Source: an optimization exercise on an open RTL-to-GDS flow (aim: small area, a short achievable clock period and few clock cycles). Production flows keep margins and buffers that such runs may drop.
At most, simulation tests tie the RTL to the original design; equivalence was not proved.
No activity file was given, so power comes from the tool's default toggle rates.

== xenon ==
Design nmea_gga_position_parser, start of the top module:
module nmea_gga_position_parser (
  input  logic        clk_i,
  input  logic        rst_ni,
  input  logic        in_valid_i,
  output logic        in_stall_o,
  input  logic [7:0]  rx_byte_i,
  output logic        out_valid_o,
  input  logic        out_stall_i,
  output logic [29:0] lat_e7_o,
  output logic [30:0] lon_e7_o,
  output logic        lat_ok_o,
  output logic        lon_ok_o,
  input  logic        cfg_valid_i,
  output logic        cfg_ready_o,
  input  logic [7:0]  cfg_field_separator_i
);
Settings: LEC_CHECK=0, CAP_MARGIN=20, CORE_MARGIN=2, CORE_UTILIZATION=55, SETUP_SLACK_MARGIN=5.0, SLEW_MARGIN=20; clock period 7.5 ns.
standard.sh (not shown) runs the stock make flow with config.mk's settings and CLKGATE_MAP_FILE= SYNTH_SCRIPT=/design/flow/synth_recipe.tcl, a recipe that flattens the netlist after the stock synthesis.
==> flow/flow/run.sh <==
#!/bin/bash
# Standard layout, but the port buffers are buf_2 cells instead of the
# default pick, which is a slow delay buffer.
set -euo pipefail
export BUFFER_PORTS_ARGS="-buffer_cell sky130_fd_sc_hd__buf_2"
bash standard.sh > standard.log 2>&1
Testbench counts of xenon, summed over its fixed seeds: cycles 28,425.
--- input diff xenon..ember ---
Settings: putting ABC_AREA at 1 where nothing was set; swapping 5.0 for 5 in SETUP_SLACK_MARGIN; swapping 55 for 50 in CORE_UTILIZATION.
### Flow results
- On detailed placer's ending HPWL, xenon beats ember.
- Dominant combinational cell family by area after synthesis = compound AO/OA/AOI/OAI gates: xenon; dominant combinational cell family by area after synthesis = simple AND/OR/NAND/NOR gates: ember
- Changes observed in ember relative to xenon: post-cts resize count lower; utilization lower; worst hold path cell count lower.
What zinc does differently from ember at the input level:
Settings: a change of CORE_UTILIZATION from 50 to 55; a deleted ABC_AREA that had been 1; a change of SETUP_SLACK_MARGIN from 5 to 4.5.
Findings:
Having completed the whole flow, zinc delivered a layout that passed the timing, design-rule and antenna checks.
Power dissipated by switching net loads: zinc < ember
zinc — hold-critical path depth 1 higher, ember as reference
Taking ember as the reference, in zinc first-iteration DRC count fell by 97, setup slack lost 0.43 ns, die footprint now sits lower, number of tapcells moved down.
Relative to ember, the length of routed met2 wiring of zinc is lower by 1200 µm.

---

Another version of the RTL of nmea_gga_position_parser (not shown whole).
Size in the first run: ~120 flip-flops, roughly 87 I/O pins, about 7500 um2 of cells after synthesis.
export LEC_CHECK = 0
export CAP_MARGIN = 20
export CORE_MARGIN = 2
export CORE_UTILIZATION = 40
export SETUP_SLACK_MARGIN = 4.5
export SLEW_MARGIN = 20
create_clock -name core_clock -period 7.5 [get_ports {clk_i}]
run.sh (not shown) runs the stock make flow with config.mk's settings and CLKGATE_MAP_FILE= SYNTH_SCRIPT=/design/flow/synth_recipe.tcl, a recipe that flattens the netlist after the stock synthesis.
Stock flow here: none of the scripts above is used.
The baseline produced a clean layout.
Rerun with:
==> flow/flow/run.sh (new file) <==
#!/bin/bash
# Standard layout, but the port buffers are buf_2 cells instead of the
# default pick, which is a slow delay buffer.
set -euo pipefail
export BUFFER_PORTS_ARGS="-buffer_cell sky130_fd_sc_hd__buf_2"
bash standard.sh > standard.log 2>&1
==> flow/standard.sh (new file) <==
#!/bin/bash
# synth_recipe.tcl (not shown) runs the flow's synth.tcl, then flattens the netlist and writes it again
# the make line also repeats each setting of config.mk as NAME=value (left out here)
make -C /OpenROAD-flow-scripts/flow DESIGN_CONFIG=/design/flow/config.mk WORK_HOME=/design/flow/orfs CLKGATE_MAP_FILE= SYNTH_SCRIPT=/design/flow/synth_recipe.tcl "${@:-finish}"
- CORE_UTILIZATION: 40 -> 55
- SETUP_SLACK_MARGIN: 4.5 -> 3.5
removed: flow/run.sh
The changed run finished clean.
Area after synthesis does not change.
Power came out higher slightly.
Final area falls by about a fifth.
Routed wire length came out lower by a little under a tenth.
Register-to-register slack gets worse by 0.19 ns.
Via count went down by a few percent.
Function was not checked in any run of this note: the RTL went through the layout flow alone.

---

the baseline:
Another version of the RTL of nmea_gga_position_parser (not shown whole).
For scale: ~1300 cells after synthesis, ~130 flip-flops, roughly 87 I/O pins.
==> flow/config.mk <==
export PLATFORM = sky130hd
export DESIGN_NAME = nmea_gga_position_parser
export DESIGN_NICKNAME = nmea_gga_position_parser
export VERILOG_FILES = /design/flow/design.v
export SDC_FILE = /design/flow/constraint.sdc
export NUM_CORES = 4
export LEC_CHECK = 0
export ABC_AREA = 1
export CAP_MARGIN = 20
export CORE_MARGIN = 2
export CORE_UTILIZATION = 55
export SETUP_SLACK_MARGIN = 4.5
export SLEW_MARGIN = 20
==> flow/constraint.sdc <==
create_clock -name core_clock -period 7.5 [get_ports {clk_i}]
set_input_delay 1.5000 -clock core_clock [delete_from_list [all_inputs] [get_ports {clk_i}]]
set_output_delay 1.5000 -clock core_clock [all_outputs]
set_load 0.01 [all_outputs]
standard.sh (not shown) runs the stock make flow with config.mk's settings and CLKGATE_MAP_FILE= SYNTH_SCRIPT=/design/flow/synth_recipe.tcl, a recipe that flattens the netlist after the stock synthesis.
==> flow/flow/run.sh <==
#!/bin/bash
# Standard layout, but the port buffers are buf_2 cells instead of the
# default pick, which is a slow delay buffer.
set -euo pipefail
export BUFFER_PORTS_ARGS="-buffer_cell sky130_fd_sc_hd__buf_2"
bash standard.sh > standard.log 2>&1
The final layout from the baseline, which completed every stage, passed the timing, design-rule and antenna checks at the end of the flow.
Inputs modified between the baseline and the candidate:
Settings: SETUP_SLACK_MARGIN now 5, was 4.5; CORE_UTILIZATION now 45, was 55.
[summary]
- Delta (the candidate minus the baseline): cell count higher, global placer's final weighted congestion saw a decrease, share of total power in combinational logic shrank by 0.2 points.
- Number of detailed-route iterations in the first pass | the candidate above the baseline
- Diff the baseline -> the candidate: number of buffers inserted to repair setup after CTS picked up an extra 3, critical path depth now smaller.
- nor2_4 as the slowest library cell on the worst path was reported by the baseline, and dfxtp_4 by the candidate.
Function was not checked in any run of this note: the RTL went through the layout flow alone.

---

Setup of job 6458:
nmea_gga_position_parser with an RTL version that a note above also has.
Size in the first run: roughly 1200 cells after synthesis, ~130 flip-flops, about 8300 sq um of cells after synthesis.
## nmea_gga_position_parser
module nmea_gga_position_parser (
  input  logic        clk_i,
  input  logic        rst_ni,
  input  logic        in_valid_i,
  output logic        in_stall_o,
  input  logic [7:0]  rx_byte_i,
  output logic        out_valid_o,
  input  logic        out_stall_i,
  output logic [29:0] lat_e7_o,
  output logic [30:0] lon_e7_o,
  output logic        lat_ok_o,
  output logic        lon_ok_o,
  input  logic        cfg_valid_i,
  output logic        cfg_ready_o,
  input  logic [7:0]  cfg_field_separator_i
);
  logic [7:0]  sep_q;
  logic        stall_q, stall_d;
  logic        vld_q;
  logic [7:0]  byte_q;
  logic [2:0]  pos_q, pos_d;      
  logic        hdr_q, hdr_d;
  logic        body_q, col2_q;     
  logic [2:0]  fld_q, fld_d;      
  logic        pt_q, pt_d;
  logic        dig_q, dig_d;
  logic        bad_q, bad_d;
  logic [3:0]  t_q, t_d;
  logic [3:0]  u_q, u_d;
  logic [2:0]  n_q, n_d;          
  logic [1:0]  r_q, r_d;
  logic [1:0]  r1_q;             
  logic        big_q, big_d;
  logic [2:0]  ix_q;              
  logic        iy_q, iz_q;
  logic        pad_q, pad_d;
  logic        ptgt_q, ptgt_d;
  logic [29:0] lat_q, lat_d;
  logic [30:0] lon_q, lon_d;
  logic        latok_q, latok_d;
  logic        lonok_q, lonok_d;
  logic        emit_q, emit_d;
  logic        ov_q, ov_d;
  assign cfg_ready_o = 1'b1;
  always_ff @(posedge clk_i or negedge rst_ni) begin
    if (!rst_ni) begin
      sep_q <= SEP_RESET;
    end else if (cfg_valid_i) begin
      sep_q <= cfg_field_separator_i;
    end
  end
  logic take;
  assign take = in_valid_i && !stall_q;
  logic c_nl_q, c_sep_q, c_pt_q, c_dig_q;
  always_ff @(posedge clk_i or negedge rst_ni) begin
  ...
==> flow/config.mk <==
export PLATFORM = sky130hd
export DESIGN_NAME = nmea_gga_position_parser
export DESIGN_NICKNAME = nmea_gga_position_parser
export VERILOG_FILES = /design/flow/design.v
export SDC_FILE = /design/flow/constraint.sdc
export NUM_CORES = 4
export LEC_CHECK = 0
export ABC_AREA = 1
export CAP_MARGIN = 20
export CORE_MARGIN = 2
export CORE_UTILIZATION = 55
export SETUP_SLACK_MARGIN = 4.0
export SLEW_MARGIN = 20
==> flow/constraint.sdc <==
create_clock -name core_clock -period 7.5 [get_ports {clk_i}]
set_input_delay 1.5000 -clock core_clock [delete_from_list [all_inputs] [get_ports {clk_i}]]
set_output_delay 1.5000 -clock core_clock [all_outputs]
set_load 0.01 [all_outputs]
Scripts as last shown in full above: flow/flow/run.sh
Testbench counts of job 6458, summed over its fixed seeds: cycles 28,425.
Here is what was changed in the inputs of job 4117 compared with job 6458.
# job 6458
export LEC_CHECK = 0
export ABC_AREA = 1
export CAP_MARGIN = 20
export CORE_MARGIN = 2
export CORE_UTILIZATION = 55
export SETUP_SLACK_MARGIN = 4.0
export SLEW_MARGIN = 20
create_clock -name core_clock -period 7.5 [get_ports {clk_i}]
# job 4117
export LEC_CHECK = 0
export ABC_AREA = 1
export CAP_MARGIN = 20
export CORE_MARGIN = 2
export CORE_UTILIZATION = 55
export CTS_BUF_LIST = sky130_fd_sc_hd__clkbuf_8
export SETUP_SLACK_MARGIN = 4.5
export SLEW_MARGIN = 20
create_clock -name core_clock -period 7.5 [get_ports {clk_i}]
Notes after the runs:
- Compared with job 6458, in job 4117 number of antenna violations at the first check in global routing has remained practically unchanged, core region area has remained practically unchanged.
- Post-route worst hold slack essentially unchanged between job 4117 and job 6458.
- Against job 6458 as the reference, job 4117 delivers a higher multi-input gate share of the layout cell area.
- Largest fanout of any net on the critical path is lower on job 4117
- On global-route wire length before repair, job 6458 tracks job 4117 almost exactly.
- Run comparison: job 6458 slowest stage cell on the critical path clkinv_1; job 4117 slowest stage cell on the critical path fa_1
Inputs modified between job 4117 and job 8279:
# job 4117
export LEC_CHECK = 0
export ABC_AREA = 1
export CAP_MARGIN = 20
export CORE_MARGIN = 2
export CORE_UTILIZATION = 55
export CTS_BUF_LIST = sky130_fd_sc_hd__clkbuf_8
export SETUP_SLACK_MARGIN = 4.5
export SLEW_MARGIN = 20
create_clock -name core_clock -period 7.5 [get_ports {clk_i}]
# job 8279
export LEC_CHECK = 0
export CAP_MARGIN = 20
export CORE_MARGIN = 2
export CORE_UTILIZATION = 55
export CTS_CLUSTER_DIAMETER = 80
export CTS_CLUSTER_SIZE = 40
export SETUP_SLACK_MARGIN = 4.5
export SLEW_MARGIN = 20
create_clock -name core_clock -period 7.5 [get_ports {clk_i}]
Findings:
- Job 8279 went all the way through the flow, and no timing, DRC or antenna check failed.
- The run showing the greater clock-cell share of area is job 8279.
- In the flow results for job 8279 and job 4117, the data arrival time of the critical path is larger on job 8279.
- Relative to job 4117, setup slack has decreased by 0.14 ns in job 8279.
- Status: layout sequential cell count parity (job 8279, job 4117)
- Non-filler instance count after layout, job 8279 and job 4117, lower one = job 8279.
- A critical path's slowest cell of fa_1 is what job 4117 shows, while fa_2 belongs to job 8279.
- Taking job 4117 as the reference point, the xor-xnor portion of the synthesized cell area of job 8279 rises by 1.9 points.
- Wire length on met1 shrinks by a few percent when moving from job 4117 to job 8279.
- Re share of the clock period used by the worst path: job 8279 is 1.8 points up on job 4117.
- Job 8279 against job 4117: number of setup buffers added after CTS went up by 3, largest vdd supply drop +20%.
The inputs of job 2660 differ from those of job 8279 as listed below.
# job 8279
export LEC_CHECK = 0
export CAP_MARGIN = 20
export CORE_MARGIN = 2
export CORE_UTILIZATION = 55
export CTS_CLUSTER_DIAMETER = 80
export CTS_CLUSTER_SIZE = 40
export SETUP_SLACK_MARGIN = 4.5
export SLEW_MARGIN = 20
create_clock -name core_clock -period 7.5 [get_ports {clk_i}]
# job 2660
export LEC_CHECK = 0
export ABC_AREA = 1
export CAP_MARGIN = 20
export CORE_MARGIN = 2
export CORE_UTILIZATION = 55
export GPL_TIMING_DRIVEN = 1
export SETUP_SLACK_MARGIN = 5
export SLEW_MARGIN = 20
create_clock -name core_clock -period 7.5 [get_ports {clk_i}]
Results
Job 8279 → job 2660: synthesized cell count saw an increase; final critical delay including setup and external delays saw a decrease. The worst setup margin of job 2660 is higher than that of job 8279. Summary of job 2660 over job 8279: mux share of post-synthesis cell area now sits lower; total placed instance area grew by about 4.3%; number of ordinary and repair buffers in the finished layout saw an increase; number of fill cells in the layout rose 7.2%. Final cycle utilization of the critical path | job 2660 below job 8279. Worst hold margin: job 2660 vs job 8279 down 0.010 ns. Job 8279 has a lower power than job 2660.

## separate check: timing with driven ports
In the flow no input, the clock included, has a driving cell. The finished layouts below were timed again as built, in two steps. Step 1: set_driving_cell puts a clkbuf_16 on clk_i and a buf_2 on each other input, an assumption about the parent block. Step 2, shift: input delay + t, output delay - t, t = (earliest + latest rising clock arrival at the registers) / 2. This alone moves slack from input paths to output paths. a / b / c = ideal / step 1 / step 2; a / b = the first two.
| run | t, ns | setup slack, ns | worst hold slack (ns) | cell pins on the clock port's net |
|---|---|---|---|---|
| xenon | 0.470 | 4.668 / 4.668 / 4.668 | 0.473 / 0.473 / 0.473 | 1 |
| ember | 0.470 | 5.007 / 4.962 / 4.760 | 0.458 / 0.458 / 0.458 | 1 |
| zinc | 0.466 | 4.580 / 4.580 / 4.580 | 0.468 / 0.468 / 0.468 | 1 |
| the first run of note 2 | 0.466 | 3.688 / 3.688 / 3.688 | 0.434 / 0.434 / 0.434 | 1 |
| the second run of note 2 | 0.462 | 3.501 / 3.501 / 3.501 | 0.432 / 0.432 / 0.432 | 1 |
| the baseline | 0.467 | 4.691 / 4.691 / 4.620 | 0.458 / 0.458 / 0.458 | 1 |
| the candidate | 0.460 | 5.027 / 4.984 / 4.779 | 0.462 / 0.462 / 0.462 | 1 |
| job 6458 | 0.467 | 4.511 / 4.511 / 4.511 | 0.459 / 0.459 / 0.459 | 1 |
| job 4117 | 0.494 | 4.719 / 4.710 / 4.701 | 0.461 / 0.461 / 0.461 | 1 |
| job 8279 | 0.466 | 4.580 / 4.580 / 4.580 | 0.468 / 0.468 / 0.468 | 1 |
| job 2660 | 0.464 | 5.017 / 4.976 / 4.742 | 0.458 / 0.458 / 0.458 | 1 |
After both steps setup and hold are still met in every run listed. The setup slack of job 2660, which loses most, moves by -0.041 ns with the drivers and by -0.275 ns with both steps.
